Context: an optimization exercise on an open-source flow, tuned for small area. The choices shown serve that exercise and are no tape-out recipe. The RTL was checked by simulation tests, not by an equivalence proof against the original design. No activity file was given, so power comes from the tool's default toggle rates.

File: config.mk
export PLATFORM = sky130hd
export DESIGN_NAME = systolic_ctrl
export DESIGN_NICKNAME = systolic_ctrl
export VERILOG_FILES = /design/flow/design.v
export SDC_FILE = /design/flow/constraint.sdc
export NUM_CORES = 4
export LEC_CHECK = 0
export CAP_MARGIN = 20
export CORE_AREA = 6 6 434 434
export DIE_AREA = 0 0 440 440
export SLEW_MARGIN = 20
File: run.sh
#!/bin/bash
# synth_recipe.tcl (not shown) runs the flow's synth.tcl, then flattens the netlist and writes it again
# the make line also repeats each setting of config.mk as NAME=value (left out here)
make -C /OpenROAD-flow-scripts/flow DESIGN_CONFIG=/design/flow/config.mk WORK_HOME=/design/flow/orfs CLKGATE_MAP_FILE= SYNTH_SCRIPT=/design/flow/synth_recipe.tcl finish
File: constraint.sdc
create_clock -name core_clock -period 6.0 [get_ports {clk}]
set_input_delay 1.2000 -clock core_clock [delete_from_list [all_inputs] [get_ports {clk}]]
set_output_delay 1.2000 -clock core_clock [all_outputs]
set_load 0.01 [all_outputs]
File: design.v
module systolic_ctrl #(
  parameter int unsigned WIDTH       = 16,
  parameter int unsigned MAX_LENGTH  = 64,
  parameter int unsigned NUM_UNITS   = 64,
  parameter int unsigned WDOG_CYCLES = 1024
) (
  input  logic                                     clk,
  input  logic                                     reset,
  input  logic                                     job_valid,
  output logic                                     job_ready,
  input  logic [$clog2(NUM_UNITS+1)-1:0]           job_rows,
  input  logic [$clog2(MAX_LENGTH)-1:0]            job_length,
  output logic                                     elem_valid,
  output logic [$clog2(MAX_LENGTH)-1:0]            elem_idx,
  output logic                                     arr_start,
  output logic [NUM_UNITS-1:0]                     arr_active_units,
  output logic [$clog2(MAX_LENGTH)-1:0]            arr_length,
  input  logic [NUM_UNITS-1:0]                     arr_done,
  input  logic [NUM_UNITS*WIDTH-1:0]               arr_result,
  output logic                                     res_valid,
  input  logic                                     res_ready,
  output logic [WIDTH-1:0]                         res_data,
  output logic [$clog2(NUM_UNITS)-1:0]             res_index,
  output logic                                     res_last,
  output logic                                     busy,
  output logic                                     err
);
  localparam int unsigned LW = $clog2(MAX_LENGTH);
  localparam int unsigned RW = $clog2(NUM_UNITS + 1);
  localparam int unsigned IW = $clog2(NUM_UNITS);
  typedef enum logic [2:0] {StIdle, StStart, StFeed, StWait, StDrain} state_e;
  state_e                     state_q, state_d;
  logic [RW-1:0]              rows_q, rows_d, rows_clamp;
  logic [LW-1:0]              len_q, len_d;
  logic [LW-1:0]              elem_q, elem_d;
  logic [IW-1:0]              res_q, res_d;
  logic [NUM_UNITS-1:0]       mask_q, mask_d;
  logic [NUM_UNITS*WIDTH-1:0] snap_q, snap_d;
  logic                       active, draining, all_done, last_res;
  localparam int unsigned DW = $clog2(WDOG_CYCLES + 1);
  logic [DW-1:0]              wdog_q, wdog_d;
  logic                       err_q, err_d;
  assign rows_clamp = (job_rows > RW'(NUM_UNITS)) ? RW'(NUM_UNITS) : job_rows;
  assign all_done   = (arr_done & mask_q) == mask_q;
  assign last_res   = RW'(res_q) == (rows_q - RW'(1));
  assign active     = state_q != StIdle;
  assign draining   = state_q == StDrain;
  always_ff @(posedge clk or posedge reset) begin
    if (reset) begin
      state_q <= StIdle;
      rows_q  <= '0;
      len_q   <= '0;
      elem_q  <= '0;
      res_q   <= '0;
      mask_q  <= '0;
      snap_q  <= '0;
      wdog_q  <= '0;
      err_q   <= 1'b0;
    end else begin
      state_q <= state_d;
      rows_q  <= rows_d;
      len_q   <= len_d;
      elem_q  <= elem_d;
      res_q   <= res_d;
      mask_q  <= mask_d;
      snap_q  <= snap_d;
      wdog_q  <= wdog_d;
      err_q   <= err_d;
    end
  end
  always_comb begin
    state_d        = state_q;
    rows_d         = rows_q;
    len_d          = len_q;
    elem_d         = elem_q;
    res_d          = res_q;
    mask_d         = mask_q;
    snap_d         = snap_q;
    wdog_d         = wdog_q;
    err_d          = err_q;
    job_ready  = 1'b0;
    arr_start  = 1'b0;
    elem_valid = 1'b0;
    res_valid  = 1'b0;
    unique case (state_q)
      StIdle: begin
        job_ready = 1'b1;
        if (job_valid) begin
          rows_d = rows_clamp;
          len_d  = job_length;
          elem_d = '0;
          res_d  = '0;
          for (int i = 0; i < int'(NUM_UNITS); i++) begin
            mask_d[i] = i < int'(rows_clamp);
          end
          err_d = 1'b0;
          if (rows_clamp != '0 && job_length != '0) begin
            state_d = StStart;
          end
        end
      end
      StStart: begin
        arr_start = 1'b1;
        state_d       = StFeed;
      end
      StFeed: begin
        elem_valid = 1'b1;
        if (elem_q == (len_q - LW'(1))) begin
          state_d = StWait;
          wdog_d  = '0;
        end else begin
          elem_d = elem_q + LW'(1);
        end
      end
      StWait: begin
        if (all_done) begin
          snap_d  = arr_result;
          res_d   = '0;
          state_d = StDrain;
        end else if (wdog_q == DW'(WDOG_CYCLES - 1)) begin
          err_d   = 1'b1;
          state_d = StIdle;
        end else begin
          wdog_d = wdog_q + DW'(1);
        end
      end
      StDrain: begin
        res_valid = 1'b1;
        if (res_ready) begin
          if (last_res) begin
            state_d = StIdle;
          end else begin
            res_d = res_q + IW'(1);
          end
        end
      end
      default: state_d = StIdle;
    endcase
  end
  assign busy             = active;
  assign arr_active_units = active ? mask_q : '0;
  assign arr_length       = active ? len_q : '0;
  assign elem_idx         = (state_q == StFeed) ? elem_q : '0;
  assign res_index        = draining ? res_q : '0;
  assign res_data         = draining ? snap_q[int'(res_q) * WIDTH +: WIDTH] : '0;
  assign res_last         = draining && last_res;
  assign err              = err_q;
endmodule
==> summary.md <==
| Metric | Value |
|---|---|
| VDD IR-drop max | ~0.00021 V |
| TritonCTS clock tree | built |
| Cell Chain, Critical Path | buf_12 > buf_12 > buf_4 > mux4_2 > mux4_2 > mux2i_1 > buf_4 > o22ai_1 > clkdlybuf4s50_1 |
| Syn avg cell area | 15.51 um2 |
| Floorplan core area | 181300 um2 |
| Die Area | 193600 um2 |
| MaxCap Viol Count | 0 |
| Max Buffers Root-to-Sink | 3 |
| Die H | 440 um |
| First-pass GRT wire length | 316100 um |
| Final Hold Vio Count | 0 |
| Drt pass-1 iters | 6 |
| Initial antenna violation count | about 160 |
| Setup CP Type | reg -> out |
| Post-Syn Area | between 50000 and 60000 um2 |
| Yosys Warn Count | 1 |
| Power per cell area | 272.2 nW/um2 |
| Worst-skew pair later-pin latency | 800 ps |
| Placed Area | 66650 um2 |
| CTS buffer count | approximately 130 |
| Final nets | 5645 |
| Dpl ws | around 640 ps |
| Initial Utilization | roughly 29% |
| Critical Path Start Type | register |
| Row cnt | 156 |
| Run status | timing/DRC/antenna clean |
| Syn-to-layout area delta | 37.33% |
| Relative slew slack | 26.63% |
| RSZ-0062 raised after global routing | no |
| Drt drc | 0 |
| DP HPWL | 188300 um |
| Gate Count Post-Synth | 3337 |
| Slowest-stage cell, CP | mux4_2 |
| EDFF count, synth | 0 |
| Setup ws final | 253.0 ps |
| Worst-Margin Slew | 1101 ps |
| DRT antenna net count | 0 |
| Ys async rst share | 100.0% |
| Largest net degree at the start of global routing | 178 |
| Vias in the first global route | around 38000 |
| Max-slew violations | 0 |
| Crit end category | output pin |
| Most frequent cells in the layout | clkdlybuf4s50_1, dfrtp_1, mux2_2, mux4_2, clkbuf_16 |
| Initial DRC Count | about 2700 |
| Sequential fraction of the synthesis area | 54.50% |
| Tmin final | 5747 ps |
| Clock Sink Count | 1127 |
| Yosys reg bits | between 1000 and 1500 |
| CP bufs+invs | 5 |
| Fill count | 17209 |
| Most used DFF post-synth | dfrtp_1 |
| Vias per cell | 5.062 |
| Routed len/inst | 33.20 um |
| Port-buffer cells | about 1200 |
| Finish-stage setup viols | 0 |
| Min-delay worst type | reg -> reg |
| Grt total ovfl | 0 |
| GP Congestion | ~0.97 |
| Via count | 35780 |
| Dpl cells | 6768 |
| Final wirelength | about 230000 um |
| Total I/O pin count | 1210 |
| Highest Clock Rate | 0.1740 GHz |
| Non-filler cells, final | 7068 |
| Max incr delay on CP | 620 ps |
| Mapped Nets | 4447 |
| CTS root buffer | clkbuf_16 |
| Distinct cell type count of the synthesized netlist | 57 |
| Family with the most delay on the worst path | multiplexers |
| Arrival time at the worst endpoint | 4550 ps |
| Leak Pwr | 31.89 nW |
| Die X | 440 um |
| GRT Util Overall | 23.54% |
| CTS clock-pin slew for the worst setup and hold paths | about 60 ps |
| Post-route cell area | 71070 um2 |
| Layout cells sized above 1 | 33.05% |
| Period Utilization, post-route | between 90% and 100% |
| Fin Setup TNS | 0 ps |
| CP Max Fanout | 30 |
| H-tree Lvls | 4 |
| Worst Path Required | 4800 ps |
| Commonest non-fill, non-tap cell in the layout | clkdlybuf4s50_1 |
| Layout Skew | 38.02 ps |
## routing by layer
layer | track usage [%] | vias to the layer above | part of all wire (%) | wire, um
met5 | 0 | - | 0.18 | 412
met4 | 9.240 | 62 | 3.9 | 9194
met3 | 5.925 | 417 | 6.7 | 15780
met2 | 40.18 | 1383 | 50 | 118400
met1 | 28.65 | 18969 | 39 | 90910
li1 | - | 14949 | - | -
## stage by stage
step	total power [mW]	utilization, %	hold slack (ps)
floorplan	9.567	-	452.4
global placement	11.50	36.75	462.8
CTS	19.57	39.09	484.8
detailed placement	11.52	36.75	470.8
global route	20.08	39.16	497.5
finish	19.35	39.19	480.9
## layout make-up
| cell class | instances | area, um2 | area share (%) |
|---|---|---|---|
| inverters | 33 | 132.6 | 0.1866 |
| flip-flops and latches | 1127 | 28210 | 39.70 |
| multi-input cells | 1946 | 22310 | 31.39 |
| clock buffers | 188 | 3726 | 5.243 |
| diodes | 71 | 177.7 | 0.2500 |
| repair buffers | 1295 | 13070 | 18.39 |
| well taps | 2370 | 2965 | 4.173 |
| clock inverters | 38 | 471.7 | 0.6637 |
## power breakdown
group	internal (mW)	total, mW	switching, mW
clock network	4.53	7.97	3.44
logic	1.65	3.13	1.49
registers	7.92	8.25	0.329
total	14.1	19.3	5.25
## cell usage after synthesis (all sizes together) (9+ instances only)
library cell / number / area [um2]
xnor2: 13 / 113.9
inv: 28 / 105.1
dfrtp: 1127 / 28200
mux4: 320 / 7207
clkbuf: 69 / 259.0
buf: 162 / 868.3
or3: 9 / 56.30
and3: 14 / 87.58
nand3: 11 / 60.06
and2: 58 / 362.8
o21ai: 102 / 521.8
nor2: 58 / 225.2
mux2: 1025 / 11540
o2111ai: 17 / 148.9
nor4: 9 / 77.57
nand2b: 50 / 312.8
a21oi: 30 / 150.1
nand2: 101 / 379.1
mux2i: 33 / 330.3
o22ai: 17 / 106.4
## sequential cells by signal, indices dropped and copies added (netlist names)
name / cells
snap_q: 1024
mask_q: 63
wdog_q: 11
rows_q: 7
elem_q: 6
len_q: 6
res_q: 6
state_q: 3
err_q: 1
## cell families after synthesis
family                   share of synthesized area (%)
XOR/XNOR                                        0.3385
multiplexers                                     36.87
AO/OA/AOI/OAI                                    2.215
flip-flops                                       54.50
buffers and inverters                            2.418
AND/OR/NAND/NOR                                  3.540
adder cells (fa/ha/maj)                         0.1209
## worst register-to-register path, stage by stage (launching register included)
cell       delay (ps)
dfrtp_1           410
nand2b_1           80
o2111ai_1         320
nor4_1            430
nand4_1           390
nor2_4            260
buf_12            200
buf_12            630
mux2_2            630
## final timing paths
path | startpoint | endpoint | slack (ps) | depth (start not counted)
worst max-delay path | res_q[0]$_DFFE_PP0P_ | res_data[14] | 250 | 9
worst max register to register | mask_q[8]$_DFFE_PP0P_ | snap_q[484]$_DFFE_PP0P_ | 2540 | 8
worst min register to register | snap_q[998]$_DFFE_PP0P_ | snap_q[998]$_DFFE_PP0P_ | 480 | 1
worst min-delay path | snap_q[998]$_DFFE_PP0P_ | snap_q[998]$_DFFE_PP0P_ | 480 | 1
min in group asynchronous | reset | snap_q[577]$_DFFE_PP0P_ | 1450 | 3
max in group asynchronous | reset | snap_q[390]$_DFFE_PP0P_ | 3520 | 3
## what timing repair did
action / in CTS / in global routing
hold buffers: 0 / 0
setup buffers: 3 / 0
gates resized for setup: 2 / 0
endpoints found under the hold margin: 0 / 0
endpoints found under the setup margin: 14 / 0

-- afterwards: timing with drivers on the ports --
No port has a modelled driver above. Below, the same layout with a new extraction and two added sets of constraints. Step 1 assumes that a clkbuf_16 drives the clock port and a buf_2 every other input. Step 2 adds t to the input delays and takes it off the output delays; t is the mean of the earliest and latest rising clock arrival at the registers after step 1. Input paths then give back, and output paths get back, about the clock's delay inside the block. a / b / c = ideal / step 1 / step 2; a / b = the first two.
t (ns): 0.853
setup slack, ns: 0.253 / 0.173 / 1.026
worst setup path at the end: register to output
worst slew at a driven data input, ns: 0.20
After both steps setup and hold are still met in this run. For this run, drivers alone change the setup slack by -0.080 ns; drivers and shift together by +0.773 ns.
